Source: an optimization exercise on an open RTL-to-GDS flow (aim: small area, a short achievable clock period and few clock cycles per item). Production flows keep margins and buffers that such runs may drop.
At most, simulation tests tie the RTL to the original design; equivalence was not proved.
The RTL of run 1 was laid out without a check of its function.
Power is estimated from default activity; no workload was simulated.

==> flow/design.v (outline; a module is shown in full before it is edited, if it fits) <==
// module booth_recoder: 16 lines
// module booth_mult_top: 1464 lines
module booth_mult_top (
	input  logic                          clk,
	input  logic                          reset,
	input  logic                          in_valid,
	input  logic signed [16-1:0] multiplicand,
	input  logic signed [16-1:0] multiplier,
	output logic                          out_valid,
	output logic signed [32-1:0] product
);
  // ...
==> flow/flow/run.sh <==
#!/bin/bash
# Layout flow: the standard ORFS flow (standard.sh), unchanged synthesis, with these changes:
#  - after synthesis, polarity.py re-chooses the polarity of full adders and xor gates so that
#    fewer inverters are needed (registers and all other cells are left as they are);
#  - port buffers are buf_1 instead of the delay buffer that buffer_ports picks by default;
#  - clock tree: sink clusters of up to 20 registers under sky130_fd_sc_hd__clkbuf_8 leaves, no dummy loads.
# Each tool writes its full output to a log here: synth.log, polarity.log, standard.log
# (and ORFS's own logs under orfs/).
set -euo pipefail
R=orfs/results/sky130hd/booth_mult_top/base
bash standard.sh synth > synth.log 2>&1
cp $R/1_2_yosys.v $R/1_2_yosys_std.v
python3 flow/polarity.py $R/1_2_yosys_std.v $R/1_2_yosys.v > polarity.log 2>&1
rm -f $R/1_synth.odb $R/1_synth.sdc
export BUFFER_PORTS_ARGS="-buffer_cell sky130_fd_sc_hd__buf_1"
export CTS_ARGS="-sink_clustering_enable -repair_clock_nets -buf_list sky130_fd_sc_hd__clkbuf_8 -sink_clustering_size 20 -sink_clustering_max_diameter 60 -dont_use_dummy_load"
bash standard.sh > standard.log 2>&1
==> flow/flow/polarity.py <==
#!/usr/bin/env python3
"""Re-choose the polarity of full adders and xor gates in a mapped sky130 netlist so that fewer
inverters are needed.

usage: polarity.py IN.v OUT.v

A full adder with all three inputs inverted gives both outputs inverted, and an xor/xnor gate
can take in or give out either polarity by trading xor for xnor. Synthesis leaves inverters
between such cells; this picks a polarity per cell that needs the fewest inverters, removes the
old inverters and adds one inverter per net whose complement is still needed. Registers and
all other cells keep their polarity.
"""
import re
import sys
from collections import defaultdict

src = open(sys.argv[1]).read()
m = re.search(r'^(.*?\n)(\s*sky130_fd_sc_hd__.*?;\n)(\s*endmodule.*)$', src, re.S)
head = src[:src.index('  sky130_fd_sc_hd__')]
tail = src[src.rindex(');') + 3:]
cells = []
for cm in re.finditer(r'^\s*(sky130_fd_sc_hd__(\w+))\s+(\S+)\s*\((.*?)\);', src, re.S | re.M):
    pins = [(p, n.strip()) for p, n in re.findall(r'\.(\w+)\(([^()]*)\)', cm.group(4))]
    cells.append({'type': cm.group(1), 'base': cm.group(2), 'name': cm.group(3), 'pins': pins})

OUTP = {'X', 'Y', 'Q', 'Q_N', 'SUM', 'COUT', 'HI', 'LO'}
ports = set()
for d in re.findall(r'^\s*(?:input|output)\s+(?:\[[^\]]*\]\s*)?(\S+);', head, re.M):
    ports.add(d)


def is_port_net(n):
    base = n.split('[')[0].strip().lstrip('\\')
    return base in ports


def kind(c):
    b = c['base']
    if re.match(r'(clk)?inv_\d+$', b):
        return 'inv'
    if re.match(r'fa_\d+$', b):
        return 'fa'
    if re.match(r'x(n)?or2_\d+$', b):
        return 'xor'
    return 'fixed'


driver = {}
for i, c in enumerate(cells):
    for p, n in c['pins']:
        if p in OUTP:
            driver[n] = (i, p)

# inverters whose output is a port stay as they are
for c in cells:
    c['kind'] = kind(c)
    if c['kind'] == 'inv' and is_port_net(dict(c['pins'])['Y']):
        c['kind'] = 'fixed'


def root(n):
    """(root net, parity) following removable inverters back"""
    par = 0
    while n in driver and cells[driver[n][0]]['kind'] == 'inv':
        n = dict(cells[driver[n][0]]['pins'])['A']
        par ^= 1
    return n, par


# loads: (cell index, pin, root, parity)
loads = []
for i, c in enumerate(cells):
    if c['kind'] == 'inv':
        continue
    for p, n in c['pins']:
        if p in OUTP:
            continue
        if n.startswith("1'b") or n == '':
            loads.append((i, p, n, 0))
            continue
        r, par = root(n)
        loads.append((i, p, r, par))
# output ports driven through inverters are kept by the fixed inverters above; ports driven
# directly keep their driver.

flip = [0] * len(cells)
flippable = [i for i, c in enumerate(cells) if c['kind'] in ('fa', 'xor')]
by_root = defaultdict(list)
for k, (i, p, r, par) in enumerate(loads):
    by_root[r].append(k)
cell_loads = defaultdict(list)   # loads on cell i's inputs
for k, (i, p, r, par) in enumerate(loads):
    cell_loads[i].append(k)
cell_roots = defaultdict(set)    # roots driven by cell i
for n, (i, p) in driver.items():
    if cells[i]['kind'] != 'inv':
        cell_roots[i].add(n)


def drv_flip(r):
    if r in driver:
        i = driver[r][0]
        return flip[i]
    return 0


def need(k):
    """1 if load k needs the complement of what its root net carries"""
    i, p, r, par = loads[k]
    if r.startswith("1'b"):
        return 0
    if cells[i]['kind'] == 'xor':
        return 0
    want = par ^ (flip[i] if cells[i]['kind'] == 'fa' else 0)
    return want ^ drv_flip(r)


def root_cost(r):
    return 1 if any(need(k) for k in by_root[r]) else 0


def cost_around(i):
    rs = set(cell_roots[i])
    for k in cell_loads[i]:
        rs.add(loads[k][2])
    return sum(root_cost(r) for r in rs if not r.startswith("1'b"))


total = sum(root_cost(r) for r in by_root if not r.startswith("1'b"))
start = sum(1 for c in cells if c['kind'] == 'inv')
# local search: single-cell flips, sideways moves allowed, annealed; keep the best found
import math
import random
rng = random.Random(1)
cur = total
best = cur
best_flip = list(flip)
iters = int(__import__("os").environ.get("POL_ITERS", "40000"))
for it in range(iters):
    temp = 0.6 * (1 - it / iters) + 0.01
    i = flippable[rng.randrange(len(flippable))]
    before = cost_around(i)
    flip[i] ^= 1
    d = cost_around(i) - before
    if d <= 0 or rng.random() < math.exp(-d / temp):
        cur += d
        if cur < best:
            best = cur
            best_flip = list(flip)
    else:
        flip[i] ^= 1
flip = best_flip
passes = iters
total = sum(root_cost(r) for r in by_root if not r.startswith("1'b"))

# ---- emit ----
inv_of = {}
new_wires = []


def complement(r):
    if r not in inv_of:
        k = len(inv_of)
        n = f'polinv_{k}_n'
        inv_of[r] = n
        new_wires.append(n)
    return inv_of[r]


out_cells = []
for i, c in enumerate(cells):
    if c['kind'] == 'inv':
        continue
    pins = []
    xor_par = 0
    for p, n in c['pins']:
        if p in OUTP:
            pins.append((p, n))
            continue
        if n.startswith("1'b") or n == '':
            pins.append((p, n))
            continue
        r, par = root(n)
        have = drv_flip(r)
        if c['kind'] == 'xor':
            xor_par ^= par ^ have
            pins.append((p, r))
        else:
            want = par ^ (flip[i] if c['kind'] == 'fa' else 0)
            pins.append((p, complement(r) if want ^ have else r))
    typ = c['type']
    if c['kind'] == 'xor':
        if xor_par ^ flip[i]:
            typ = typ.replace('__xor2', '__XX').replace('__xnor2', '__xor2').replace('__XX', '__xnor2')
            # xor2 drives X, xnor2 drives Y
            outp = 'X' if '__xor2' in typ else 'Y'
            pins = [((outp if p in ('X', 'Y') else p), n) for p, n in pins]
    out_cells.append((typ, c['name'], pins))
for r, n in inv_of.items():
    out_cells.append(('sky130_fd_sc_hd__inv_1', f'polinv_{n.split("_")[1]}', [('A', r), ('Y', n)]))

lines = [head.rstrip('\n')]
for n in new_wires:
    lines.append(f'  wire {n};')
for typ, name, pins in out_cells:
    lines.append(f'  {typ} {name} (')
    lines.append(',\n'.join(f'    .{p}({n} )' if n.startswith('\\') else f'    .{p}({n})' for p, n in pins))
    lines.append('  );')
lines.append(tail.lstrip('\n').rstrip('\n'))
open(sys.argv[2], 'w').write('\n'.join(lines) + '\n')
sys.stderr.write(f'polarity: {start} inverters before, {len(inv_of)} after, '
                 f'{sum(flip)} of {len(flippable)} cells flipped, {passes} passes\n')
==> flow/standard.sh <==
#!/bin/bash
# synth_recipe.tcl (not shown) runs the flow's synth.tcl, then flattens the netlist and writes it again
# the make line also repeats each setting of config.mk as NAME=value (left out here)
make -C /OpenROAD-flow-scripts/flow DESIGN_CONFIG=/design/flow/config.mk WORK_HOME=/design/flow/orfs CLKGATE_MAP_FILE= SYNTH_SCRIPT=/design/flow/synth_recipe.tcl "${@:-finish}"
==> flow/config.mk <==
export PLATFORM = sky130hd
export DESIGN_NAME = booth_mult_top
export DESIGN_NICKNAME = booth_mult_top
export VERILOG_FILES = /design/flow/design.v
export SDC_FILE = /design/flow/constraint.sdc
export NUM_CORES = 4
export LEC_CHECK = 0
export CAP_MARGIN = 20
export CORE_MARGIN = 2
export CORE_UTILIZATION = 50
export SETUP_SLACK_MARGIN = 3.4
export SLEW_MARGIN = 20
==> flow/constraint.sdc <==
create_clock -name core_clock -period 5.5 [get_ports {clk}]
set_input_delay 1.1000 -clock core_clock [delete_from_list [all_inputs] [get_ports {clk}]]
set_output_delay 1.1000 -clock core_clock [all_outputs]
set_load 0.01 [all_outputs]
==> results_dict.tcl, run 1 <==
set metrics [dict create \
    die_y_um 146.2 \
    pin_count 68 \
    critPathMaxFanout 16 \
    synth_area_um2 10110 \
    ff2ff_path_depth 4 \
    fillers 1727 \
    dieArea_um2 21370 \
    multi_input_gates 538 \
    core-area_um2 20040 \
    cts_root_buf "clkbuf_8" \
    hold_viol 0 \
    multi_input_area_um2 5548 \
    die_x_um 146.2 \
    grt_use_total_pct 19.10 \
    wirelength_um 20070 \
    seq_cells 215 \
    cp_num_buf_inv 0 \
    top_regs "product (32), md_r (16)" \
    ctsHoldBuffers 0 \
    tns_ns 0 \
    fin_crit_ns 2.085 \
    port_buffers 67 \
    grt_max_degree 21 \
    finalClockSkew_ns 0.05112 \
    holdPathEnd "product[3]$_DFF_P_" \
    cts_resized 78 \
    layout_setup_ws_ns 3.415 \
    crit_family "adder cells" \
    vdd_drop_max_mv 0.2566 \
    sw_frac_of_total_pct 34.83 \
    startpoint "md_r[13]$_DFF_P_" \
    seq_area_um2 4442 \
    status "timing/DRC/antenna clean" \
    min_path_cells 0 \
    ys_warn_count 2 \
    busiest_layer "met2" \
    grt_pass1_wl_um 33270 \
    p_clk_share_pct 13.3 \
    htreeDepth 1 \
    slowest_delay_ns 0.55 \
    grt_pass1_vias 6618 \
]
==> run 2: changes to the inputs <==
--- a/flow/design.v
+++ b/flow/design.v
@@ -412,18 +412,16 @@
 	logic s221;
 	logic c222;
 	logic s223;
 	logic c224;
 	logic s225;
 	logic c226;
 	logic pg_p0_0;
 	logic pg_g0_0;
-	logic pg_p0_4;
-	logic pg_g0_4;
 	logic pg_p0_5;
 	logic pg_g0_5;
 	logic pg_p0_6;
 	logic pg_g0_6;
 	logic pg_p0_7;
 	logic pg_g0_7;
 	logic pg_p0_8;
 	logic pg_g0_8;
@@ -462,18 +460,16 @@
 	logic pg_p0_25;
 	logic pg_g0_25;
 	logic pg_p0_26;
 	logic pg_g0_26;
 	logic pg_p0_27;
 	logic pg_g0_27;
 	logic pg_p0_28;
 	logic pg_g0_28;
-	logic pg_p0_29;
-	logic pg_g0_29;
 	logic pg_p0_30;
 	logic pg_g0_30;
 	logic lo_g1_1;
 	logic lo_p1_1;
 	logic lo_g1_3;
 	logic lo_p1_3;
 	logic lo_g1_5;
 	logic lo_p1_5;
@@ -495,98 +491,97 @@
 	logic lo_sum_3;
 	logic lo_sum_4;
 	logic lo_sum_5;
 	logic lo_sum_6;
 	logic lo_gk_7;
 	logic lo_sum_7;
 	logic c12_q1;
 	logic c14_q1;
-	logic s87_q1;
-	logic c16_q1;
-	logic s89_q1;
-	logic c88_q1;
-	logic c20_q1;
-	logic s91_q1;
-	logic c90_q1;
-	logic s93_q1;
 	logic s95_q1;
-	logic c92_q1;
+	logic c16_q1;
 	logic s97_q1;
+	logic c96_q1;
+	logic c20_q1;
 	logic s99_q1;
-	logic c94_q1;
+	logic c98_q1;
 	logic s101_q1;
 	logic s103_q1;
-	logic c98_q1;
+	logic c100_q1;
 	logic s105_q1;
 	logic s107_q1;
 	logic c102_q1;
 	logic s109_q1;
 	logic s111_q1;
 	logic c106_q1;
 	logic s113_q1;
 	logic s115_q1;
 	logic c110_q1;
 	logic s117_q1;
 	logic s119_q1;
 	logic c114_q1;
 	logic s121_q1;
 	logic s123_q1;
 	logic c118_q1;
-	logic c66_q1;
 	logic s125_q1;
-	logic c122_q1;
-	logic c70_q1;
 	logic s127_q1;
-	logic c126_q1;
-	logic c72_q1;
-	logic c74_q1;
+	logic c122_q1;
 	logic s129_q1;
 	logic s131_q1;
-	logic c130_q1;
-	logic c6_q1;
+	logic c126_q1;
+	logic c66_q1;
 	logic s133_q1;
+	logic c130_q1;
+	logic c70_q1;
 	logic s135_q1;
 	logic c134_q1;
+	logic c72_q1;
+	logic c74_q1;
 	logic s137_q1;
-	logic c136_q1;
+	logic s139_q1;
 	logic c138_q1;
-	logic c96_q1;
-	logic c100_q1;
+	logic neg_r_2_q1;
+	logic s3_q1;
+	logic c88_q1;
+	logic c6_q1;
+	logic s89_q1;
+	logic s91_q1;
+	logic c90_q1;
+	logic s93_q1;
+	logic c92_q1;
+	logic c94_q1;
 	logic c104_q1;
 	logic c108_q1;
 	logic c112_q1;
 	logic c116_q1;
 	logic c120_q1;
 	logic c124_q1;
 	logic c128_q1;
 	logic c132_q1;
-	logic s169_q1;
-	logic s171_q1;
-	logic c170_q1;
+	logic c136_q1;
+	logic s141_q1;
+	logic c140_q1;
+	logic s143_q1;
+	logic c142_q1;
 	logic s83_q1;
 	logic c82_q1;
-	logic c172_q1;
-	logic s175_q1;
-	logic c174_q1;
-	logic s177_q1;
-	logic c176_q1;
-	logic c178_q1;
-	logic s221_q1;
+	logic c144_q1;
+	logic pp_7_15_q1;
+	logic c146_q1;
+	logic s179_q1;
+	logic c180_q1;
 	logic s223_q1;
-	logic c222_q1;
-	logic s225_q1;
+	logic s145_q1;
 	logic c224_q1;
+	logic pps_7_q1;
 	logic pg_p0_0_q1;
 	logic pp_0_1_q1;
 	logic s1_q1;
-	logic s173_q1;
+	logic s87_q1;
 	logic pg_g0_0_q1;
-	logic pg_p0_30_q1;
-	logic pg_g0_30_q1;
 	logic lo_sum_0_q2;
 	logic lo_sum_1_q2;
 	logic lo_sum_2_q2;
 	logic lo_sum_3_q2;
 	logic lo_sum_4_q2;
 	logic lo_sum_5_q2;
 	logic lo_sum_6_q2;
 	logic lo_sum_7_q2;
@@ -606,17 +601,17 @@
 	logic pg_p0_21_q2;
 	logic pg_p0_22_q2;
 	logic pg_p0_23_q2;
 	logic pg_p0_24_q2;
 	logic pg_p0_25_q2;
 	logic pg_p0_26_q2;
 	logic pg_p0_27_q2;
 	logic pg_p0_28_q2;
-	logic pg_p0_29_q2;
+	logic s225_q2;
 	logic pg_p0_30_q2;
 	logic lo_gk_7_q2;
 	logic pg_g0_8_q2;
 	logic pg_g0_9_q2;
 	logic pg_g0_10_q2;
 	logic pg_g0_11_q2;
 	logic pg_g0_12_q2;
 	logic pg_g0_13_q2;
@@ -630,17 +625,16 @@
 	logic pg_g0_21_q2;
 	logic pg_g0_22_q2;
 	logic pg_g0_23_q2;
 	logic pg_g0_24_q2;
 	logic pg_g0_25_q2;
 	logic pg_g0_26_q2;
 	logic pg_g0_27_q2;
 	logic pg_g0_28_q2;
-	logic pg_g0_29_q2;
 	logic pg_g0_30_q2;
 	assign pp_0_0 = (one_r[0] & md_r[0]) ^ neg_r[0];
 	assign pp_0_1 = ((one_r[0] & md_r[1]) | (two_r[0] & md_r[0])) ^ neg_r[0];
 	assign pp_0_2 = ((one_r[0] & md_r[2]) | (two_r[0] & md_r[1])) ^ neg_r[0];
 	assign pp_0_3 = ((one_r[0] & md_r[3]) | (two_r[0] & md_r[2])) ^ neg_r[0];
 	assign pp_0_4 = ((one_r[0] & md_r[4]) | (two_r[0] & md_r[3])) ^ neg_r[0];
 	assign pp_0_5 = ((one_r[0] & md_r[5]) | (two_r[0] & md_r[4])) ^ neg_r[0];
 	assign pp_0_6 = ((one_r[0] & md_r[6]) | (two_r[0] & md_r[5])) ^ neg_r[0];
@@ -862,324 +856,319 @@
 	assign s79 = pps_4 ^ pp_5_14 ^ pp_6_12;
 	assign c80 = (pps_4 & pp_5_14) | (pps_4 & pp_6_12) | (pp_5_14 & pp_6_12);
 	assign s81 = pp_5_15 ^ pp_6_13 ^ pp_7_11;
 	assign c82 = (pp_5_15 & pp_6_13) | (pp_5_15 & pp_7_11) | (pp_6_13 & pp_7_11);
 	assign s83 = pps_5 ^ pp_6_14 ^ pp_7_12;
 	assign c84 = (pps_5 & pp_6_14) | (pps_5 & pp_7_12) | (pp_6_14 & pp_7_12);
 	assign s85 = pp_6_15 ^ pp_7_13 ^ 1'b1;
 	assign c86 = (pp_6_15 & pp_7_13) | (pp_6_15 & 1'b1) | (pp_7_13 & 1'b1);
-	assign s87 = pp_3_3 ^ pp_4_1 ^ s15;
-	assign c88 = (pp_3_3 & pp_4_1) | (pp_3_3 & s15) | (pp_4_1 & s15);
-	assign s89 = neg_r[5] ^ s17 ^ s19;
-	assign c90 = (neg_r[5] & s17) | (neg_r[5] & s19) | (s17 & s19);
-	assign s91 = s21 ^ s23 ^ c18;
-	assign c92 = (s21 & s23) | (s21 & c18) | (s23 & c18);
-	assign s93 = pp_6_0 ^ neg_r[6] ^ s25;
-	assign c94 = (pp_6_0 & neg_r[6]) | (pp_6_0 & s25) | (neg_r[6] & s25);
-	assign s95 = s27 ^ c22 ^ c24;
-	assign c96 = (s27 & c22) | (s27 & c24) | (c22 & c24);
-	assign s97 = pp_6_1 ^ s29 ^ s31;
-	assign c98 = (pp_6_1 & s29) | (pp_6_1 & s31) | (s29 & s31);
-	assign s99 = c26 ^ c28;
-	assign c100 = c26 & c28;
-	assign s101 = s33 ^ s35 ^ s37;
-	assign c102 = (s33 & s35) | (s33 & s37) | (s35 & s37);
-	assign s103 = c30 ^ c32;
-	assign c104 = c30 & c32;
-	assign s105 = s39 ^ s41 ^ s43;
-	assign c106 = (s39 & s41) | (s39 & s43) | (s41 & s43);
-	assign s107 = c34 ^ c36 ^ c38;
-	assign c108 = (c34 & c36) | (c34 & c38) | (c36 & c38);
-	assign s109 = s45 ^ s47 ^ s49;
-	assign c110 = (s45 & s47) | (s45 & s49) | (s47 & s49);
-	assign s111 = c40 ^ c42 ^ c44;
-	assign c112 = (c40 & c42) | (c40 & c44) | (c42 & c44);
-	assign s113 = s51 ^ s53 ^ s55;
-	assign c114 = (s51 & s53) | (s51 & s55) | (s53 & s55);
-	assign s115 = c46 ^ c48 ^ c50;
-	assign c116 = (c46 & c48) | (c46 & c50) | (c48 & c50);
-	assign s117 = s57 ^ s59 ^ s61;
-	assign c118 = (s57 & s59) | (s57 & s61) | (s59 & s61);
-	assign s119 = c52 ^ c54 ^ c56;
-	assign c120 = (c52 & c54) | (c52 & c56) | (c54 & c56);
-	assign s121 = s63 ^ s65 ^ c58;
-	assign c122 = (s63 & s65) | (s63 & c58) | (s65 & c58);
-	assign s123 = c60 ^ c62 ^ 1'b1;
-	assign c124 = (c60 & c62) | (c60 & 1'b1) | (c62 & 1'b1);
-	assign s125 = s67 ^ s69 ^ c64;
-	assign c126 = (s67 & s69) | (s67 & c64) | (s69 & c64);
-	assign s127 = s71 ^ s73 ^ c68;
-	assign c128 = (s71 & s73) | (s71 & c68) | (s73 & c68);
-	assign s129 = pp_6_10 ^ pp_7_8 ^ s75;
-	assign c130 = (pp_6_10 & pp_7_8) | (pp_6_10 & s75) | (pp_7_8 & s75);
-	assign s131 = pp_7_9 ^ s77 ^ c76;
-	assign c132 = (pp_7_9 & s77) | (pp_7_9 & c76) | (s77 & c76);
-	assign s133 = pp_3_0 ^ neg_r[3] ^ s7;
-	assign c134 = (pp_3_0 & neg_r[3]) | (pp_3_0 & s7) | (neg_r[3] & s7);
-	assign s135 = pp_3_1 ^ s9 ^ c8;
-	assign c136 = (pp_3_1 & s9) | (pp_3_1 & c8) | (s9 & c8);
-	assign s137 = s11 ^ s13 ^ c10;
-	assign c138 = (s11 & s13) | (s11 & c10) | (s13 & c10);
-	assign s139 = c12_q1 ^ c14_q1 ^ s87_q1;
-	assign c140 = (c12_q1 & c14_q1) | (c12_q1 & s87_q1) | (c14_q1 & s87_q1);
-	assign s141 = c16_q1 ^ s89_q1 ^ c88_q1;
-	assign c142 = (c16_q1 & s89_q1) | (c16_q1 & c88_q1) | (s89_q1 & c88_q1);
-	assign s143 = c20_q1 ^ s91_q1 ^ c90_q1;
-	assign c144 = (c20_q1 & s91_q1) | (c20_q1 & c90_q1) | (s91_q1 & c90_q1);
-	assign s145 = s93_q1 ^ s95_q1 ^ c92_q1;
-	assign c146 = (s93_q1 & s95_q1) | (s93_q1 & c92_q1) | (s95_q1 & c92_q1);
-	assign s147 = s97_q1 ^ s99_q1 ^ c94_q1;
-	assign c148 = (s97_q1 & s99_q1) | (s97_q1 & c94_q1) | (s99_q1 & c94_q1);
-	assign s149 = s101_q1 ^ s103_q1 ^ c98_q1;
-	assign c150 = (s101_q1 & s103_q1) | (s101_q1 & c98_q1) | (s103_q1 & c98_q1);
-	assign s151 = s105_q1 ^ s107_q1 ^ c102_q1;
-	assign c152 = (s105_q1 & s107_q1) | (s105_q1 & c102_q1) | (s107_q1 & c102_q1);
-	assign s153 = s109_q1 ^ s111_q1 ^ c106_q1;
-	assign c154 = (s109_q1 & s111_q1) | (s109_q1 & c106_q1) | (s111_q1 & c106_q1);
-	assign s155 = s113_q1 ^ s115_q1 ^ c110_q1;
-	assign c156 = (s113_q1 & s115_q1) | (s113_q1 & c110_q1) | (s115_q1 & c110_q1);
-	assign s157 = s117_q1 ^ s119_q1 ^ c114_q1;
-	assign c158 = (s117_q1 & s119_q1) | (s117_q1 & c114_q1) | (s119_q1 & c114_q1);
-	assign s159 = s121_q1 ^ s123_q1 ^ c118_q1;
-	assign c160 = (s121_q1 & s123_q1) | (s121_q1 & c118_q1) | (s123_q1 & c118_q1);
-	assign s161 = c66_q1 ^ s125_q1 ^ c122_q1;
-	assign c162 = (c66_q1 & s125_q1) | (c66_q1 & c122_q1) | (s125_q1 & c122_q1);
-	assign s163 = c70_q1 ^ s127_q1 ^ c126_q1;
-	assign c164 = (c70_q1 & s127_q1) | (c70_q1 & c126_q1) | (s127_q1 & c126_q1);
-	assign s165 = c72_q1 ^ c74_q1 ^ s129_q1;
-	assign c166 = (c72_q1 & c74_q1) | (c72_q1 & s129_q1) | (c74_q1 & s129_q1);
-	assign s167 = s131_q1 ^ c130_q1 ^ 1'b1;
-	assign c168 = (s131_q1 & c130_q1) | (s131_q1 & 1'b1) | (c130_q1 & 1'b1);
-	assign s169 = pp_7_10 ^ s79 ^ c78;
-	assign c170 = (pp_7_10 & s79) | (pp_7_10 & c78) | (s79 & c78);
-	assign s171 = s81 ^ c80 ^ 1'b1;
-	assign c172 = (s81 & c80) | (s81 & 1'b1) | (c80 & 1'b1);
-	assign s173 = pp_0_3 ^ pp_1_1 ^ c2;
-	assign c174 = (pp_0_3 & pp_1_1) | (pp_0_3 & c2) | (pp_1_1 & c2);
-	assign s175 = neg_r[2] ^ s3;
-	assign c176 = neg_r[2] & s3;
-	assign s177 = s5 ^ c4;
-	assign c178 = s5 & c4;
-	assign s179 = c6_q1 ^ s133_q1;
-	assign c180 = c6_q1 & s133_q1;
-	assign s181 = s135_q1 ^ c134_q1;
-	assign c182 = s135_q1 & c134_q1;
-	assign s183 = s137_q1 ^ c136_q1;
-	assign c184 = s137_q1 & c136_q1;
-	assign s185 = s139 ^ c138_q1;
-	assign c186 = s139 & c138_q1;
-	assign s187 = s141 ^ c140;
-	assign c188 = s141 & c140;
-	assign s189 = s143 ^ c142;
-	assign c190 = s143 & c142;
-	assign s191 = s145 ^ c144;
-	assign c192 = s145 & c144;
-	assign s193 = c96_q1 ^ s147 ^ c146;
-	assign c194 = (c96_q1 & s147) | (c96_q1 & c146) | (s147 & c146);
-	assign s195 = c100_q1 ^ s149 ^ c148;
-	assign c196 = (c100_q1 & s149) | (c100_q1 & c148) | (s149 & c148);
-	assign s197 = c104_q1 ^ s151 ^ c150;
-	assign c198 = (c104_q1 & s151) | (c104_q1 & c150) | (s151 & c150);
-	assign s199 = c108_q1 ^ s153 ^ c152;
-	assign c200 = (c108_q1 & s153) | (c108_q1 & c152) | (s153 & c152);
-	assign s201 = c112_q1 ^ s155 ^ c154;
-	assign c202 = (c112_q1 & s155) | (c112_q1 & c154) | (s155 & c154);
-	assign s203 = c116_q1 ^ s157 ^ c156;
-	assign c204 = (c116_q1 & s157) | (c116_q1 & c156) | (s157 & c156);
-	assign s205 = c120_q1 ^ s159 ^ c158;
-	assign c206 = (c120_q1 & s159) | (c120_q1 & c158) | (s159 & c158);
-	assign s207 = c124_q1 ^ s161 ^ c160;
-	assign c208 = (c124_q1 & s161) | (c124_q1 & c160) | (s161 & c160);
-	assign s209 = s163 ^ c162;
-	assign c210 = s163 & c162;
-	assign s211 = c128_q1 ^ s165 ^ c164;
-	assign c212 = (c128_q1 & s165) | (c128_q1 & c164) | (s165 & c164);
-	assign s213 = s167 ^ c166;
-	assign c214 = s167 & c166;
-	assign s215 = c132_q1 ^ s169_q1 ^ c168;
-	assign c216 = (c132_q1 & s169_q1) | (c132_q1 & c168) | (s169_q1 & c168);
-	assign s217 = s171_q1 ^ c170_q1;
-	assign c218 = s171_q1 & c170_q1;
-	assign s219 = s83_q1 ^ c82_q1 ^ c172_q1;
-	assign c220 = (s83_q1 & c82_q1) | (s83_q1 & c172_q1) | (c82_q1 & c172_q1);
-	assign s221 = s85 ^ c84;
-	assign c222 = s85 & c84;
-	assign s223 = pps_6 ^ pp_7_14 ^ c86;
-	assign c224 = (pps_6 & pp_7_14) | (pps_6 & c86) | (pp_7_14 & c86);
-	assign s225 = pp_7_15 ^ 1'b1;
-	assign c226 = pp_7_15 & 1'b1;
+	assign s87 = pp_0_3 ^ pp_1_1 ^ c2;
+	assign c88 = (pp_0_3 & pp_1_1) | (pp_0_3 & c2) | (pp_1_1 & c2);
+	assign s89 = pp_3_0 ^ neg_r[3] ^ s7;
+	assign c90 = (pp_3_0 & neg_r[3]) | (pp_3_0 & s7) | (neg_r[3] & s7);
+	assign s91 = pp_3_1 ^ s9 ^ c8;
+	assign c92 = (pp_3_1 & s9) | (pp_3_1 & c8) | (s9 & c8);
+	assign s93 = s11 ^ s13 ^ c10;
+	assign c94 = (s11 & s13) | (s11 & c10) | (s13 & c10);
+	assign s95 = pp_3_3 ^ pp_4_1 ^ s15;
+	assign c96 = (pp_3_3 & pp_4_1) | (pp_3_3 & s15) | (pp_4_1 & s15);
+	assign s97 = neg_r[5] ^ s17 ^ s19;
+	assign c98 = (neg_r[5] & s17) | (neg_r[5] & s19) | (s17 & s19);
+	assign s99 = s21 ^ s23 ^ c18;
+	assign c100 = (s21 & s23) | (s21 & c18) | (s23 & c18);
+	assign s101 = pp_6_0 ^ neg_r[6] ^ s25;
+	assign c102 = (pp_6_0 & neg_r[6]) | (pp_6_0 & s25) | (neg_r[6] & s25);
+	assign s103 = s27 ^ c22 ^ c24;
+	assign c104 = (s27 & c22) | (s27 & c24) | (c22 & c24);
+	assign s105 = pp_6_1 ^ s29 ^ s31;
+	assign c106 = (pp_6_1 & s29) | (pp_6_1 & s31) | (s29 & s31);
+	assign s107 = c26 ^ c28;
+	assign c108 = c26 & c28;
+	assign s109 = s33 ^ s35 ^ s37;
+	assign c110 = (s33 & s35) | (s33 & s37) | (s35 & s37);
+	assign s111 = c30 ^ c32;
+	assign c112 = c30 & c32;
+	assign s113 = s39 ^ s41 ^ s43;
+	assign c114 = (s39 & s41) | (s39 & s43) | (s41 & s43);
+	assign s115 = c34 ^ c36 ^ c38;
+	assign c116 = (c34 & c36) | (c34 & c38) | (c36 & c38);
+	assign s117 = s45 ^ s47 ^ s49;
+	assign c118 = (s45 & s47) | (s45 & s49) | (s47 & s49);
+	assign s119 = c40 ^ c42 ^ c44;
+	assign c120 = (c40 & c42) | (c40 & c44) | (c42 & c44);
+	assign s121 = s51 ^ s53 ^ s55;
+	assign c122 = (s51 & s53) | (s51 & s55) | (s53 & s55);
+	assign s123 = c46 ^ c48 ^ c50;
+	assign c124 = (c46 & c48) | (c46 & c50) | (c48 & c50);
+	assign s125 = s57 ^ s59 ^ s61;
+	assign c126 = (s57 & s59) | (s57 & s61) | (s59 & s61);
+	assign s127 = c52 ^ c54 ^ c56;
+	assign c128 = (c52 & c54) | (c52 & c56) | (c54 & c56);
+	assign s129 = s63 ^ s65 ^ c58;
+	assign c130 = (s63 & s65) | (s63 & c58) | (s65 & c58);
+	assign s131 = c60 ^ c62 ^ 1'b1;
+	assign c132 = (c60 & c62) | (c60 & 1'b1) | (c62 & 1'b1);
+	assign s133 = s67 ^ s69 ^ c64;
+	assign c134 = (s67 & s69) | (s67 & c64) | (s69 & c64);
+	assign s135 = s71 ^ s73 ^ c68;
+	assign c136 = (s71 & s73) | (s71 & c68) | (s73 & c68);
+	assign s137 = pp_6_10 ^ pp_7_8 ^ s75;
+	assign c138 = (pp_6_10 & pp_7_8) | (pp_6_10 & s75) | (pp_7_8 & s75);
+	assign s139 = pp_7_9 ^ s77 ^ c76;
+	assign c140 = (pp_7_9 & s77) | (pp_7_9 & c76) | (s77 & c76);
+	assign s141 = pp_7_10 ^ s79 ^ c78;
+	assign c142 = (pp_7_10 & s79) | (pp_7_10 & c78) | (s79 & c78);
+	assign s143 = s81 ^ c80 ^ 1'b1;
+	assign c144 = (s81 & c80) | (s81 & 1'b1) | (c80 & 1'b1);
+	assign s145 = pps_6 ^ pp_7_14 ^ c86;
+	assign c146 = (pps_6 & pp_7_14) | (pps_6 & c86) | (pp_7_14 & c86);
+	assign s147 = c12_q1 ^ c14_q1 ^ s95_q1;
+	assign c148 = (c12_q1 & c14_q1) | (c12_q1 & s95_q1) | (c14_q1 & s95_q1);
+	assign s149 = c16_q1 ^ s97_q1 ^ c96_q1;
+	assign c150 = (c16_q1 & s97_q1) | (c16_q1 & c96_q1) | (s97_q1 & c96_q1);
+	assign s151 = c20_q1 ^ s99_q1 ^ c98_q1;
+	assign c152 = (c20_q1 & s99_q1) | (c20_q1 & c98_q1) | (s99_q1 & c98_q1);
+	assign s153 = s101_q1 ^ s103_q1 ^ c100_q1;
+	assign c154 = (s101_q1 & s103_q1) | (s101_q1 & c100_q1) | (s103_q1 & c100_q1);
+	assign s155 = s105_q1 ^ s107_q1 ^ c102_q1;
+	assign c156 = (s105_q1 & s107_q1) | (s105_q1 & c102_q1) | (s107_q1 & c102_q1);
+	assign s157 = s109_q1 ^ s111_q1 ^ c106_q1;
+	assign c158 = (s109_q1 & s111_q1) | (s109_q1 & c106_q1) | (s111_q1 & c106_q1);
+	assign s159 = s113_q1 ^ s115_q1 ^ c110_q1;
+	assign c160 = (s113_q1 & s115_q1) | (s113_q1 & c110_q1) | (s115_q1 & c110_q1);
+	assign s161 = s117_q1 ^ s119_q1 ^ c114_q1;
+	assign c162 = (s117_q1 & s119_q1) | (s117_q1 & c114_q1) | (s119_q1 & c114_q1);
+	assign s163 = s121_q1 ^ s123_q1 ^ c118_q1;
+	assign c164 = (s121_q1 & s123_q1) | (s121_q1 & c118_q1) | (s123_q1 & c118_q1);
+	assign s165 = s125_q1 ^ s127_q1 ^ c122_q1;
+	assign c166 = (s125_q1 & s127_q1) | (s125_q1 & c122_q1) | (s127_q1 & c122_q1);
+	assign s167 = s129_q1 ^ s131_q1 ^ c126_q1;
+	assign c168 = (s129_q1 & s131_q1) | (s129_q1 & c126_q1) | (s131_q1 & c126_q1);
+	assign s169 = c66_q1 ^ s133_q1 ^ c130_q1;
+	assign c170 = (c66_q1 & s133_q1) | (c66_q1 & c130_q1) | (s133_q1 & c130_q1);
+	assign s171 = c70_q1 ^ s135_q1 ^ c134_q1;
+	assign c172 = (c70_q1 & s135_q1) | (c70_q1 & c134_q1) | (s135_q1 & c134_q1);
+	assign s173 = c72_q1 ^ c74_q1 ^ s137_q1;
+	assign c174 = (c72_q1 & c74_q1) | (c72_q1 & s137_q1) | (c74_q1 & s137_q1);
+	assign s175 = s139_q1 ^ c138_q1 ^ 1'b1;
+	assign c176 = (s139_q1 & c138_q1) | (s139_q1 & 1'b1) | (c138_q1 & 1'b1);
+	assign s177 = neg_r_2_q1 ^ s3_q1 ^ c88_q1;
+	assign c178 = (neg_r_2_q1 & s3_q1) | (neg_r_2_q1 & c88_q1) | (s3_q1 & c88_q1);
+	assign s179 = s5 ^ c4;
+	assign c180 = s5 & c4;
+	assign s181 = c6_q1 ^ s89_q1;
+	assign c182 = c6_q1 & s89_q1;
+	assign s183 = s91_q1 ^ c90_q1;
+	assign c184 = s91_q1 & c90_q1;
+	assign s185 = s93_q1 ^ c92_q1;
+	assign c186 = s93_q1 & c92_q1;
+	assign s187 = c94_q1 ^ s147;
+	assign c188 = c94_q1 & s147;
+	assign s189 = s149 ^ c148;
+	assign c190 = s149 & c148;
+	assign s191 = s151 ^ c150;
+	assign c192 = s151 & c150;
+	assign s193 = s153 ^ c152;
+	assign c194 = s153 & c152;
+	assign s195 = c104_q1 ^ s155 ^ c154;
+	assign c196 = (c104_q1 & s155) | (c104_q1 & c154) | (s155 & c154);
+	assign s197 = c108_q1 ^ s157 ^ c156;
+	assign c198 = (c108_q1 & s157) | (c108_q1 & c156) | (s157 & c156);
+	assign s199 = c112_q1 ^ s159 ^ c158;
+	assign c200 = (c112_q1 & s159) | (c112_q1 & c158) | (s159 & c158);
+	assign s201 = c116_q1 ^ s161 ^ c160;
+	assign c202 = (c116_q1 & s161) | (c116_q1 & c160) | (s161 & c160);
+	assign s203 = c120_q1 ^ s163 ^ c162;
+	assign c204 = (c120_q1 & s163) | (c120_q1 & c162) | (s163 & c162);
+	assign s205 = c124_q1 ^ s165 ^ c164;
+	assign c206 = (c124_q1 & s165) | (c124_q1 & c164) | (s165 & c164);
+	assign s207 = c128_q1 ^ s167 ^ c166;
+	assign c208 = (c128_q1 & s167) | (c128_q1 & c166) | (s167 & c166);
+	assign s209 = c132_q1 ^ s169 ^ c168;
+	assign c210 = (c132_q1 & s169) | (c132_q1 & c168) | (s169 & c168);
+	assign s211 = s171 ^ c170;
+	assign c212 = s171 & c170;
+	assign s213 = c136_q1 ^ s173 ^ c172;
+	assign c214 = (c136_q1 & s173) | (c136_q1 & c172) | (s173 & c172);
+	assign s215 = s175 ^ c174;
+	assign c216 = s175 & c174;
+	assign s217 = s141_q1 ^ c140_q1 ^ c176;
+	assign c218 = (s141_q1 & c140_q1) | (s141_q1 & c176) | (c140_q1 & c176);
+	assign s219 = s143_q1 ^ c142_q1;
+	assign c220 = s143_q1 & c142_q1;
+	assign s221 = s83_q1 ^ c82_q1 ^ c144_q1;
+	assign c222 = (s83_q1 & c82_q1) | (s83_q1 & c144_q1) | (c82_q1 & c144_q1);
+	assign s223 = s85 ^ c84;
+	assign c224 = s85 & c84;
+	assign s225 = pp_7_15_q1 ^ c146_q1 ^ 1'b1;
+	assign c226 = (pp_7_15_q1 & c146_q1) | (pp_7_15_q1 & 1'b1) | (c146_q1 & 1'b1);
 	assign pg_p0_0 = pp_0_0 ^ neg_r[0];
 	assign pg_g0_0 = pp_0_0 & neg_r[0];
-	assign pg_p0_4 = s175_q1 ^ c174_q1;
-	assign pg_g0_4 = s175_q1 & c174_q1;
-	assign pg_p0_5 = s177_q1 ^ c176_q1;
-	assign pg_g0_5 = s177_q1 & c176_q1;
-	assign pg_p0_6 = s179 ^ c178_q1;
-	assign pg_g0_6 = s179 & c178_q1;
-	assign pg_p0_7 = s181 ^ c180;
-	assign pg_g0_7 = s181 & c180;
-	assign pg_p0_8 = s183 ^ c182;
-	assign pg_g0_8 = s183 & c182;
-	assign pg_p0_9 = s185 ^ c184;
-	assign pg_g0_9 = s185 & c184;
-	assign pg_p0_10 = s187 ^ c186;
-	assign pg_g0_10 = s187 & c186;
-	assign pg_p0_11 = s189 ^ c188;
-	assign pg_g0_11 = s189 & c188;
-	assign pg_p0_12 = s191 ^ c190;
-	assign pg_g0_12 = s191 & c190;
-	assign pg_p0_13 = s193 ^ c192;
-	assign pg_g0_13 = s193 & c192;
-	assign pg_p0_14 = s195 ^ c194;
-	assign pg_g0_14 = s195 & c194;
-	assign pg_p0_15 = s197 ^ c196;
-	assign pg_g0_15 = s197 & c196;
-	assign pg_p0_16 = s199 ^ c198;
-	assign pg_g0_16 = s199 & c198;
-	assign pg_p0_17 = s201 ^ c200;
-	assign pg_g0_17 = s201 & c200;
-	assign pg_p0_18 = s203 ^ c202;
-	assign pg_g0_18 = s203 & c202;
-	assign pg_p0_19 = s205 ^ c204;
-	assign pg_g0_19 = s205 & c204;
-	assign pg_p0_20 = s207 ^ c206;
-	assign pg_g0_20 = s207 & c206;
-	assign pg_p0_21 = s209 ^ c208;
-	assign pg_g0_21 = s209 & c208;
-	assign pg_p0_22 = s211 ^ c210;
-	assign pg_g0_22 = s211 & c210;
-	assign pg_p0_23 = s213 ^ c212;
-	assign pg_g0_23 = s213 & c212;
-	assign pg_p0_24 = s215 ^ c214;
-	assign pg_g0_24 = s215 & c214;
-	assign pg_p0_25 = s217 ^ c216;
-	assign pg_g0_25 = s217 & c216;
-	assign pg_p0_26 = s219 ^ c218;
-	assign pg_g0_26 = s219 & c218;
-	assign pg_p0_27 = s221_q1 ^ c220;
-	assign pg_g0_27 = s221_q1 & c220;
-	assign pg_p0_28 = s223_q1 ^ c222_q1;
-	assign pg_g0_28 = s223_q1 & c222_q1;
-	assign pg_p0_29 = s225_q1 ^ c224_q1;
-	assign pg_g0_29 = s225_q1 & c224_q1;
-	assign pg_p0_30 = pps_7 ^ c226;
-	assign pg_g0_30 = pps_7 & c226;
+	assign pg_p0_5 = s179_q1 ^ c178;
+	assign pg_g0_5 = s179_q1 & c178;
+	assign pg_p0_6 = s181 ^ c180_q1;
+	assign pg_g0_6 = s181 & c180_q1;
+	assign pg_p0_7 = s183 ^ c182;
+	assign pg_g0_7 = s183 & c182;
+	assign pg_p0_8 = s185 ^ c184;
+	assign pg_g0_8 = s185 & c184;
+	assign pg_p0_9 = s187 ^ c186;
+	assign pg_g0_9 = s187 & c186;
+	assign pg_p0_10 = s189 ^ c188;
+	assign pg_g0_10 = s189 & c188;
+	assign pg_p0_11 = s191 ^ c190;
+	assign pg_g0_11 = s191 & c190;
+	assign pg_p0_12 = s193 ^ c192;
+	assign pg_g0_12 = s193 & c192;
+	assign pg_p0_13 = s195 ^ c194;
+	assign pg_g0_13 = s195 & c194;
+	assign pg_p0_14 = s197 ^ c196;
+	assign pg_g0_14 = s197 & c196;
+	assign pg_p0_15 = s199 ^ c198;
+	assign pg_g0_15 = s199 & c198;
+	assign pg_p0_16 = s201 ^ c200;
+	assign pg_g0_16 = s201 & c200;
+	assign pg_p0_17 = s203 ^ c202;
+	assign pg_g0_17 = s203 & c202;
+	assign pg_p0_18 = s205 ^ c204;
+	assign pg_g0_18 = s205 & c204;
+	assign pg_p0_19 = s207 ^ c206;
+	assign pg_g0_19 = s207 & c206;
+	assign pg_p0_20 = s209 ^ c208;
+	assign pg_g0_20 = s209 & c208;
+	assign pg_p0_21 = s211 ^ c210;
+	assign pg_g0_21 = s211 & c210;
+	assign pg_p0_22 = s213 ^ c212;
+	assign pg_g0_22 = s213 & c212;
+	assign pg_p0_23 = s215 ^ c214;
+	assign pg_g0_23 = s215 & c214;
+	assign pg_p0_24 = s217 ^ c216;
+	assign pg_g0_24 = s217 & c216;
+	assign pg_p0_25 = s219 ^ c218;
+	assign pg_g0_25 = s219 & c218;
+	assign pg_p0_26 = s221 ^ c220;
+	assign pg_g0_26 = s221 & c220;
+	assign pg_p0_27 = s223_q1 ^ c222;
+	assign pg_g0_27 = s223_q1 & c222;
+	assign pg_p0_28 = s145_q1 ^ c224_q1;
+	assign pg_g0_28 = s145_q1 & c224_q1;
+	assign pg_p0_30 = pps_7_q1 ^ c226;
+	assign pg_g0_30 = pps_7_q1 & c226;
 	assign lo_g1_1 = 1'b0 | (pp_0_1_q1 & pg_g0_0_q1);
 	assign lo_p1_1 = pp_0_1_q1 & pg_p0_0_q1;
-	assign lo_g1_3 = 1'b0 | (s173_q1 & 1'b0);
-	assign lo_p1_3 = s173_q1 & s1_q1;
-	assign lo_g1_5 = pg_g0_5 | (pg_p0_5 & pg_g0_4);
-	assign lo_p1_5 = pg_p0_5 & pg_p0_4;
+	assign lo_g1_3 = 1'b0 | (s87_q1 & 1'b0);
+	assign lo_p1_3 = s87_q1 & s1_q1;
+	assign lo_g1_5 = pg_g0_5 | (pg_p0_5 & 1'b0);
+	assign lo_p1_5 = pg_p0_5 & s177;
 	assign lo_g2_2 = 1'b0 | (s1_q1 & lo_g1_1);
 	assign lo_p2_2 = s1_q1 & lo_p1_1;
 	assign lo_g2_3 = lo_g1_3 | (lo_p1_3 & lo_g1_1);
 	assign lo_p2_3 = lo_p1_3 & lo_p1_1;
 	assign lo_g2_6 = pg_g0_6 | (pg_p0_6 & lo_g1_5);
 	assign lo_p2_6 = pg_p0_6 & lo_p1_5;
-	assign lo_g3_4 = pg_g0_4 | (pg_p0_4 & lo_g2_3);
-	assign lo_p3_4 = pg_p0_4 & lo_p2_3;
+	assign lo_g3_4 = 1'b0 | (s177 & lo_g2_3);
+	assign lo_p3_4 = s177 & lo_p2_3;
 	assign lo_g3_5 = lo_g1_5 | (lo_p1_5 & lo_g2_3);
 	assign lo_p3_5 = lo_p1_5 & lo_p2_3;
 	assign lo_g3_6 = lo_g2_6 | (lo_p2_6 & lo_g2_3);
 	assign lo_p3_6 = lo_p2_6 & lo_p2_3;
 	assign lo_sum_0 = pg_p0_0_q1 ^ 1'b0;
 	assign lo_sum_1 = pp_0_1_q1 ^ pg_g0_0_q1;
 	assign lo_sum_2 = s1_q1 ^ lo_g1_1;
-	assign lo_sum_3 = s173_q1 ^ lo_g2_2;
-	assign lo_sum_4 = pg_p0_4 ^ lo_g2_3;
+	assign lo_sum_3 = s87_q1 ^ lo_g2_2;
+	assign lo_sum_4 = s177 ^ lo_g2_3;
 	assign lo_sum_5 = pg_p0_5 ^ lo_g3_4;
 	assign lo_sum_6 = pg_p0_6 ^ lo_g3_5;
 	assign lo_gk_7 = pg_g0_7 | (pg_p0_7 & lo_g3_6);
 	assign lo_sum_7 = pg_p0_7 ^ lo_g3_6;
 	always_ff @(posedge clk) begin
 		c12_q1 <= c12;
 		c14_q1 <= c14;
-		s87_q1 <= s87;
-		c16_q1 <= c16;
-		s89_q1 <= s89;
-		c88_q1 <= c88;
-		c20_q1 <= c20;
-		s91_q1 <= s91;
-		c90_q1 <= c90;
-		s93_q1 <= s93;
 		s95_q1 <= s95;
-		c92_q1 <= c92;
+		c16_q1 <= c16;
 		s97_q1 <= s97;
+		c96_q1 <= c96;
+		c20_q1 <= c20;
 		s99_q1 <= s99;
-		c94_q1 <= c94;
+		c98_q1 <= c98;
 		s101_q1 <= s101;
 		s103_q1 <= s103;
-		c98_q1 <= c98;
+		c100_q1 <= c100;
 		s105_q1 <= s105;
 		s107_q1 <= s107;
 		c102_q1 <= c102;
 		s109_q1 <= s109;
 		s111_q1 <= s111;
 		c106_q1 <= c106;
 		s113_q1 <= s113;
 		s115_q1 <= s115;
 		c110_q1 <= c110;
 		s117_q1 <= s117;
 		s119_q1 <= s119;
 		c114_q1 <= c114;
 		s121_q1 <= s121;
 		s123_q1 <= s123;
 		c118_q1 <= c118;
-		c66_q1 <= c66;
 		s125_q1 <= s125;
-		c122_q1 <= c122;
-		c70_q1 <= c70;
 		s127_q1 <= s127;
-		c126_q1 <= c126;
-		c72_q1 <= c72;
-		c74_q1 <= c74;
+		c122_q1 <= c122;
 		s129_q1 <= s129;
 		s131_q1 <= s131;
-		c130_q1 <= c130;
-		c6_q1 <= c6;
+		c126_q1 <= c126;
+		c66_q1 <= c66;
 		s133_q1 <= s133;
+		c130_q1 <= c130;
+		c70_q1 <= c70;
 		s135_q1 <= s135;
 		c134_q1 <= c134;
+		c72_q1 <= c72;
+		c74_q1 <= c74;
 		s137_q1 <= s137;
-		c136_q1 <= c136;
+		s139_q1 <= s139;
 		c138_q1 <= c138;
-		c96_q1 <= c96;
-		c100_q1 <= c100;
+		neg_r_2_q1 <= neg_r[2];
+		s3_q1 <= s3;
+		c88_q1 <= c88;
+		c6_q1 <= c6;
+		s89_q1 <= s89;
+		s91_q1 <= s91;
+		c90_q1 <= c90;
+		s93_q1 <= s93;
+		c92_q1 <= c92;
+		c94_q1 <= c94;
 		c104_q1 <= c104;
 		c108_q1 <= c108;
 		c112_q1 <= c112;
 		c116_q1 <= c116;
 		c120_q1 <= c120;
 		c124_q1 <= c124;
 		c128_q1 <= c128;
 		c132_q1 <= c132;
-		s169_q1 <= s169;
-		s171_q1 <= s171;
-		c170_q1 <= c170;
+		c136_q1 <= c136;
+		s141_q1 <= s141;
+		c140_q1 <= c140;
+		s143_q1 <= s143;
+		c142_q1 <= c142;
 		s83_q1 <= s83;
 		c82_q1 <= c82;
-		c172_q1 <= c172;
-		s175_q1 <= s175;
-		c174_q1 <= c174;
-		s177_q1 <= s177;
-		c176_q1 <= c176;
-		c178_q1 <= c178;
-		s221_q1 <= s221;
+		c144_q1 <= c144;
+		pp_7_15_q1 <= pp_7_15;
+		c146_q1 <= c146;
+		s179_q1 <= s179;
+		c180_q1 <= c180;
 		s223_q1 <= s223;
-		c222_q1 <= c222;
-		s225_q1 <= s225;
+		s145_q1 <= s145;
 		c224_q1 <= c224;
+		pps_7_q1 <= pps_7;
 		pg_p0_0_q1 <= pg_p0_0;
 		pp_0_1_q1 <= pp_0_1;
 		s1_q1 <= s1;
-		s173_q1 <= s173;
+		s87_q1 <= s87;
 		pg_g0_0_q1 <= pg_g0_0;
-		pg_p0_30_q1 <= pg_p0_30;
-		pg_g0_30_q1 <= pg_g0_30;
 	end
 	always_ff @(posedge clk) begin
 		lo_sum_0_q2 <= lo_sum_0;
 		lo_sum_1_q2 <= lo_sum_1;
 		lo_sum_2_q2 <= lo_sum_2;
 		lo_sum_3_q2 <= lo_sum_3;
 		lo_sum_4_q2 <= lo_sum_4;
 		lo_sum_5_q2 <= lo_sum_5;
@@ -1201,18 +1190,18 @@
 		pg_p0_21_q2 <= pg_p0_21;
 		pg_p0_22_q2 <= pg_p0_22;
 		pg_p0_23_q2 <= pg_p0_23;
 		pg_p0_24_q2 <= pg_p0_24;
 		pg_p0_25_q2 <= pg_p0_25;
 		pg_p0_26_q2 <= pg_p0_26;
 		pg_p0_27_q2 <= pg_p0_27;
 		pg_p0_28_q2 <= pg_p0_28;
-		pg_p0_29_q2 <= pg_p0_29;
-		pg_p0_30_q2 <= pg_p0_30_q1;
+		s225_q2 <= s225;
+		pg_p0_30_q2 <= pg_p0_30;
 		lo_gk_7_q2 <= lo_gk_7;
 		pg_g0_8_q2 <= pg_g0_8;
 		pg_g0_9_q2 <= pg_g0_9;
 		pg_g0_10_q2 <= pg_g0_10;
 		pg_g0_11_q2 <= pg_g0_11;
 		pg_g0_12_q2 <= pg_g0_12;
 		pg_g0_13_q2 <= pg_g0_13;
 		pg_g0_14_q2 <= pg_g0_14;
@@ -1225,18 +1214,17 @@
 		pg_g0_21_q2 <= pg_g0_21;
 		pg_g0_22_q2 <= pg_g0_22;
 		pg_g0_23_q2 <= pg_g0_23;
 		pg_g0_24_q2 <= pg_g0_24;
 		pg_g0_25_q2 <= pg_g0_25;
 		pg_g0_26_q2 <= pg_g0_26;
 		pg_g0_27_q2 <= pg_g0_27;
 		pg_g0_28_q2 <= pg_g0_28;
-		pg_g0_29_q2 <= pg_g0_29;
-		pg_g0_30_q2 <= pg_g0_30_q1;
+		pg_g0_30_q2 <= pg_g0_30;
 	end
 	logic [31:0] sum_w;
 	assign sum_w[6:0] = {lo_sum_6_q2, lo_sum_5_q2, lo_sum_4_q2, lo_sum_3_q2, lo_sum_2_q2, lo_sum_1_q2, lo_sum_0_q2};
 	logic pf_g1_1;
 	assign pf_g1_1 = pg_g0_8_q2 | (pg_p0_8_q2 & lo_gk_7_q2);
 	logic pf_p1_1;
 	assign pf_p1_1 = pg_p0_8_q2 & lo_sum_7_q2;
 	logic pf_g1_3;
@@ -1275,19 +1263,19 @@
 	assign pf_g1_19 = pg_g0_26_q2 | (pg_p0_26_q2 & pg_g0_25_q2);
 	logic pf_p1_19;
 	assign pf_p1_19 = pg_p0_26_q2 & pg_p0_25_q2;
 	logic pf_g1_21;
 	assign pf_g1_21 = pg_g0_28_q2 | (pg_p0_28_q2 & pg_g0_27_q2);
 	logic pf_p1_21;
 	assign pf_p1_21 = pg_p0_28_q2 & pg_p0_27_q2;
 	logic pf_g1_23;
-	assign pf_g1_23 = pg_g0_30_q2 | (pg_p0_30_q2 & pg_g0_29_q2);
+	assign pf_g1_23 = pg_g0_30_q2 | (pg_p0_30_q2 & 1'b0);
 	logic pf_p1_23;
-	assign pf_p1_23 = pg_p0_30_q2 & pg_p0_29_q2;
+	assign pf_p1_23 = pg_p0_30_q2 & s225_q2;
 	logic pf_g2_2;
 	assign pf_g2_2 = pg_g0_9_q2 | (pg_p0_9_q2 & pf_g1_1);
 	logic pf_p2_2;
 	assign pf_p2_2 = pg_p0_9_q2 & pf_p1_1;
 	logic pf_g2_3;
 	assign pf_g2_3 = pf_g1_3 | (pf_p1_3 & pf_g1_1);
 	logic pf_p2_3;
 	assign pf_p2_3 = pf_p1_3 & pf_p1_1;
@@ -1319,19 +1307,19 @@
 	assign pf_g2_18 = pg_g0_25_q2 | (pg_p0_25_q2 & pf_g1_17);
 	logic pf_p2_18;
 	assign pf_p2_18 = pg_p0_25_q2 & pf_p1_17;
 	logic pf_g2_19;
 	assign pf_g2_19 = pf_g1_19 | (pf_p1_19 & pf_g1_17);
 	logic pf_p2_19;
 	assign pf_p2_19 = pf_p1_19 & pf_p1_17;
 	logic pf_g2_22;
-	assign pf_g2_22 = pg_g0_29_q2 | (pg_p0_29_q2 & pf_g1_21);
+	assign pf_g2_22 = 1'b0 | (s225_q2 & pf_g1_21);
 	logic pf_p2_22;
-	assign pf_p2_22 = pg_p0_29_q2 & pf_p1_21;
+	assign pf_p2_22 = s225_q2 & pf_p1_21;
 	logic pf_g2_23;
 	assign pf_g2_23 = pf_g1_23 | (pf_p1_23 & pf_g1_21);
 	logic pf_p2_23;
 	assign pf_p2_23 = pf_p1_23 & pf_p1_21;
 	logic pf_g3_4;
 	assign pf_g3_4 = pg_g0_11_q2 | (pg_p0_11_q2 & pf_g2_3);
 	logic pf_p3_4;
 	assign pf_p3_4 = pg_p0_11_q2 & pf_p2_3;
@@ -1468,15 +1456,15 @@
 	assign sum_w[21] = pg_p0_21_q2 ^ pf_g4_13;
 	assign sum_w[22] = pg_p0_22_q2 ^ pf_g4_14;
 	assign sum_w[23] = pg_p0_23_q2 ^ pf_g4_15;
 	assign sum_w[24] = pg_p0_24_q2 ^ pf_g5_16;
 	assign sum_w[25] = pg_p0_25_q2 ^ pf_g5_17;
 	assign sum_w[26] = pg_p0_26_q2 ^ pf_g5_18;
 	assign sum_w[27] = pg_p0_27_q2 ^ pf_g5_19;
 	assign sum_w[28] = pg_p0_28_q2 ^ pf_g5_20;
-	assign sum_w[29] = pg_p0_29_q2 ^ pf_g5_21;
+	assign sum_w[29] = s225_q2 ^ pf_g5_21;
 	assign sum_w[30] = pg_p0_30_q2 ^ pf_g5_22;
 	assign sum_w[31] = 1'b1 ^ pf_g5_23;
 	always_ff @(posedge clk) begin
 		product <= sum_w;
 	end
 endmodule
==> flow/config.mk (replaced) <==
export PLATFORM = sky130hd
export DESIGN_NAME = booth_mult_top
export DESIGN_NICKNAME = booth_mult_top
export VERILOG_FILES = /design/flow/design.v
export SDC_FILE = /design/flow/constraint.sdc
export NUM_CORES = 4
export LEC_CHECK = 0
export CAP_MARGIN = 20
export CORE_MARGIN = 2
export CORE_UTILIZATION = 50
export PLACE_DENSITY = 0.75
export SETUP_SLACK_MARGIN = 3.4
export SLEW_MARGIN = 20
==> run 2 against run 1 <==
Compared with the run above:
- global-route usage down 0.52 points
- largest power group unchanged
- cell count decreased by 1.4%
- total power fell by 1.2%
==> results_dict.tcl, run 2 <==
set metrics [dict create \
    status "timing/DRC/antenna clean" \
    end_kind "flop" \
    ys_warn_count 2 \
    fin_crit_sh_pct 37.73 \
    grt-ovfl-total 0 \
    port_buffers 67 \
    drcViolationCount 0 \
    cts_tree "built" \
    largest_reg_flops 32 \
    postPlaceCellArea_um2 10400 \
    clkLatencyLatePin_ns 0.53 \
    cts_root_buf "clkbuf_8" \
    synth_area_per_cell_um2 11.87 \
    maxSlewHeadroom_pct 62.25 \
    die_x_um 146.0 \
    finalClockSkew_ns 0.06285 \
    dieArea_um2 21330 \
    core-area_um2 19650 \
    grt_pass1_wl_um 32280 \
    syn2layout_area_growth_pct 9.277 \
    die_y_um 146.0 \
    grt_use_total_pct 18.58 \
    wl_per_cell_um 16.89 \
    worstPathCellList "xnor2_2, buf_4, fa_1, fa_1" \
    synth_area_um2 10090 \
    vias 6275 \
    wirelength_um 19220 \
    maxCapViolCount 0 \
    ctsHoldBuffers 0 \
    core.rowCount 51 \
    fmax_ghz 0.4819 \
    vdd_drop_max_mv 0.3475 \
    final_common_cell "dfxtp_1" \
    tns_ns 0 \
    fillers 1709 \
    firstDrtPassIters 6 \
    crit_arrival_ns 2.41 \
    final_nets 1052 \
    worst_pin_slew_ns 0.5663 \
    viasPerCell 5.514 \
    min_path_type "flop to flop" \
    p_leak_nw 4.311 \
    setup_viol 0 \
    pin_count 68 \
    layout_setup_ws_ns 3.425 \
    cp_num_buf_inv 1 \
    gp_congestion 0.8301 \
    htreeDepth 1 \
    worstSetupPathType "flop to flop" \
    grt_pass1_vias 6392 \
    pre_cts_slack_ns 3.046 \
    hold_ws_ns 0.2993 \
    hpwl_um 13220 \
    cts-root-to-sink-buffers 3 \
    ant_nets 0 \
    crit_path_frequent_cell "fa_1" \
    rsz0062_at_grt "true" \
    syn_nets 1027 \
    startpoint_type "flop" \
    initialDrtViolationCount 452 \
    mostFrequentLayoutCells "dfxtp_1, xnor2_1, a22oi_1, fa_1, ha_1" \
    clk_pin_slew_ns 0.11 \
    fin_crit_ns 2.075 \
    worstPathRequired_ns 5.84 \
    p_per_area_nw_per_um2 487.4 \
    clock-sinks 213 \
    antenna_found_initial 0 \
    final_util_pct 56.09 \
    reg2reg_slack_ns 3.43 \
    numCtsBuffers 17 \
    slew_viol_final 0 \
    cp_slowest_cell "dfxtp_4" \
    hold_viol 0 \
    crit_family "adder cells" \
    antenna_cells 0 \
    grt_max_degree 21 \
    critPathMaxFanout 18 \
    fin_area_um2 11020 \
    initial_core_util_pct 51.33 \
    layout-drive-gt1-share_pct 15.58 \
    top_register "product" \
    slowest_delay_ns 0.56 \
    netlist_instances 850 \
    top_regs "product (32), md_r (16)" \
]
run 2: cell count changes in the layout (fill, tap and decap cells not counted), moves of 5 or more:
cell / before / now
a21oi_1: 6 / 11
buf_1: 40 / 35
buf_4: 23 / 10
buf_6: 5 / 11
dfxtp_1: 165 / 160
run 2: per-stage QoR:
step	total power (W)	cells
final	0.005373	1138
after global routing	0.005933	1138
after CTS	0.005396	1127
after detailed placement	0.004614	1110
after global placement	0.004514	1110
after floorplan	0.003974	850
run 2: per-layer routing:
| layer | vias to the layer above | global-route usage, % | part of all wire [%] |
|---|---|---|---|
| met5 | - | 0 | 0 |
| met3 | 44 | 3.063 | 6.8 |
| met1 | 3083 | 24.77 | 42 |
| met2 | 244 | 30.59 | 48 |
| li1 | 2904 | - | - |
| met4 | 0 | 7.087 | 3.2 |
run 2: worst reg2reg max path, cell delays in order, from the launching register on:
cell and delay (ns):
dfxtp_4 0.56, xnor2_2 0.15, buf_4 0.16, fa_1 0.53
fa_1 0.49
run 2: final timing paths:
path                         to  cells past startpoint           startpoint
max             s117_q1$_DFF_P_                      4     neg_r[0]$_DFF_P_
min          product[3]$_DFF_P_                      0  lo_sum_3_q2$_DFF_P_
max reg2reg     s117_q1$_DFF_P_                      4     neg_r[0]$_DFF_P_
min reg2reg  product[3]$_DFF_P_                      0  lo_sum_3_q2$_DFF_P_
run 2: final cells by class:
type | instances | area, um2 | area share (%)
sequential | 213 | 4413 | 40.03
multi-input combinational | 541 | 5515 | 50.03
inverter | 24 | 90.09 | 0.8172
clock buffer | 17 | 234.0 | 2.122
timing repair buffer | 78 | 440.4 | 3.995
tap | 265 | 331.6 | 3.008
run 2: repair_timing:
action                     in CTS  in global routing
setup endpoints to repair      89                 57
setup buffers                   0                 11
pin swaps                       1                  2
gates resized for setup        83                 57
cloned                          0                  0
run 2: power by group:
part / internal, W / switching, W / leakage, nW
Clock: 0.000279 / 0.000459 / 0.122
Combinational: 0.00107 / 0.00100 / 2.38
Sequential: 0.00218 / 0.000393 / 1.80
Testbench counts of run 2, summed over its fixed seeds: cycles 24,024, items 24,000.
==> run 3: changes to the inputs <==
--- a/flow/config.mk
+++ b/flow/config.mk
@@ -8,6 +8,5 @@
 export CAP_MARGIN = 20
 export CORE_MARGIN = 2
 export CORE_UTILIZATION = 50
-export PLACE_DENSITY = 0.75
 export SETUP_SLACK_MARGIN = 3.4
 export SLEW_MARGIN = 20
==> run 3 against run 2 <==
Compared with the run above:
- global-route usage rose by 1.2 points
- total power fell by 0.34%
- still clean
- maximum frequency fell by 0.86%
- critical endpoint is now product[3]
- final area fell by 0.48%
- non-clock buffer count rose by 2
- die area did not move
- clock power fell by 1%
- sequential power barely moved
- synthesized area did not move
- worst hold slack improved by 0.0076 ns
- cell count barely moved
==> results_dict.tcl, run 3 <==
set metrics [dict create \
    cp_num_buf_inv 1 \
    worstSetupPathType "flop to output pin" \
    ctsHoldBuffers 0 \
    port_buffers 67 \
    vdd_drop_max_mv 0.3001 \
    htreeDepth 1 \
    syn_nets 1027 \
    fin_crit_sh_pct 38.05 \
    reg2reg_slack_ns 3.44 \
    cts_root_buf "clkbuf_8" \
    final_nets 1053 \
    hpwl_um 14550 \
    worst_pin_slew_ns 0.5629 \
    core-area_um2 19650 \
    top_register "product" \
    antenna_found_initial 0 \
    p_leak_nw 4.289 \
    layout-drive-gt1-share_pct 14.19 \
    initialDrtViolationCount 431 \
    initial_core_util_pct 51.33 \
    startpoint_type "flop" \
    route.met3.wl_um 1461 \
    postPlaceCellArea_um2 10400 \
    largest_reg_flops 32 \
    grt_pass1_vias 6465 \
    netlist_instances 850 \
    rsz0062_at_grt "true" \
    top_regs "product (32), md_r (16)" \
    ys_warn_count 2 \
    layout_setup_ws_ns 3.407 \
    status "timing/DRC/antenna clean" \
    crit_family "flip-flops" \
    grt_max_degree 21 \
    die_y_um 146.0 \
    worstPathCellList "buf_6" \
    vias 6236 \
    min_path_type "flop to flop" \
    tns_ns 0 \
    fin_crit_ns 2.093 \
    hold_viol 0 \
    wirelength_um 20740 \
    setup_viol 0 \
    mostFrequentLayoutCells "dfxtp_1, xnor2_1, a22oi_1, fa_1, ha_1" \
    slowest_delay_ns 0.34 \
    gp_congestion 0.8833 \
    die_x_um 146.0 \
    clk_pin_slew_ns 0.11 \
    numCtsBuffers 16 \
    core.rowCount 51 \
    grt-ovfl-total 0 \
    p_per_area_nw_per_um2 488.1 \
    viasPerCell 5.475 \
    cts_tree "built" \
    cts-root-to-sink-buffers 3 \
    final_util_pct 55.83 \
    worstPathRequired_ns 4.40 \
    top_layer_used "met4" \
    met2WireLength_um 9881 \
    synth_area_per_cell_um2 11.87 \
    maxSlewHeadroom_pct 62.48 \
    wl_per_cell_um 18.21 \
    grt_use_total_pct 19.74 \
    clock-sinks 213 \
    grt_pass1_wl_um 34090 \
    pre_cts_slack_ns 2.971 \
    firstDrtPassIters 8 \
    fin_area_um2 10970 \
    antenna_cells 0 \
    fmax_ghz 0.4778 \
    maxCapViolCount 0 \
    slew_viol_final 0 \
    clkLatencyLatePin_ns 0.54 \
    fillers 1722 \
    finalClockSkew_ns 0.07786 \
    dieArea_um2 21330 \
    synth_area_um2 10090 \
    drcViolationCount 0 \
    critPathMaxFanout 1 \
    ant_nets 0 \
    syn2layout_area_growth_pct 8.756 \
    end_kind "output pin" \
    pin_count 68 \
    cp_slowest_cell "dfxtp_2" \
    wl_met1_um 8985 \
    crit_arrival_ns 0.99 \
    final_common_cell "dfxtp_1" \
]
==> run 3: path summary, 6_finish.rpt <==
kind / depth (start not counted) / end / startpoint
min reg2reg: 0 / product[4]$_DFF_P_ / lo_sum_4_q2$_DFF_P_
max: 1 / product[3] / product[3]$_DFF_P_
max reg2reg: 4 / s117_q1$_DFF_P_ / two_r[1]$_DFF_P_
min: 0 / product[4]$_DFF_P_ / lo_sum_4_q2$_DFF_P_
==> run 3: stage by stage <==
step / power, W / hold slack, ns / std cells
after CTS: 0.005424 / 0.3125 / 1127
after detailed placement: 0.004652 / 0.3132 / 1110
after global routing: 0.005920 / 0.3066 / 1139
final: 0.005355 / 0.3069 / 1139
after global placement: 0.004549 / 0.3105 / 1110
after floorplan: 0.003974 / 0.3096 / 850
==> run 3: power by group <==
| part | leakage, nW | internal, W | switching [W] |
|---|---|---|---|
| logic | 2.37 | 0.00104 | 0.00103 |
| clock network | 0.115 | 0.000263 | 0.000464 |
| registers | 1.81 | 0.00217 | 0.000387 |
==> run 3: metal layers <==
metal  vias to the layer above  GRT usage [%]
met4                         0          4.369
met2                       215          32.92
met1                      3077          27.14
met5                         -              0
met3                        36          3.438
li1                       2908              -
==> run 3: area by class of cell <==
cell class | instances | area (um2) | area share, %
Sequential cell | 213 | 4413 | 40.22
Timing Repair Buffer | 80 | 435.4 | 3.969
Multi-Input combinational cell | 541 | 5482 | 49.96
Tap cell | 265 | 331.6 | 3.022
Clock buffer | 16 | 220.2 | 2.007
Inverter | 24 | 90.09 | 0.8211
==> run 3: repair_timing <==
| action | 4_1_cts | 5_1_grt |
|---|---|---|
| endpoints found under the hold margin | 0 | 0 |
| resized for setup | 85 | 39 |
| pin swaps | 1 | 3 |
| cloned | 0 | 0 |
| buffers inserted | 1 | 12 |
| endpoints found under the setup margin | 82 | 62 |
==> run 3: worst reg2reg max path: stages, from the launching register on <==
cell and delay [ns]:
dfxtp_4 0.43, a22oi_1 0.23, xnor2_1 0.17, fa_1 0.54, fa_1 0.56

## afterwards: timing with drivers on the ports
Ports are ideal in the flow. The routed layouts listed here were re-timed in OpenROAD. Step 1, drivers: a clkbuf_16 drives clk and a buf_2 each remaining input, both assumed. Step 2 moves the port delays by t, midway between the first and last clock arrival at a register: inputs arrive t later, outputs are due t later. That takes back most of the time a late clock gives input paths. Slacks: ideal / step 1 / step 2; pairs: ideal / step 1.
| run | t (ns) | setup WS [ns] | worst setup path after step 2 | worst register clock-pin slew, ns |
|---|---|---|---|---|
| run 1 | 0.543 | 3.415 / 3.385 / 3.415 | register to register | 0.11 / 0.11 |
| run 2 | 0.535 | 3.425 / 3.385 / 3.425 | register to register | 0.12 / 0.12 |
| run 3 | 0.538 | 3.407 / 3.371 / 3.436 | register to register | 0.11 / 0.11 |
After both steps setup and hold are still met in every run listed.
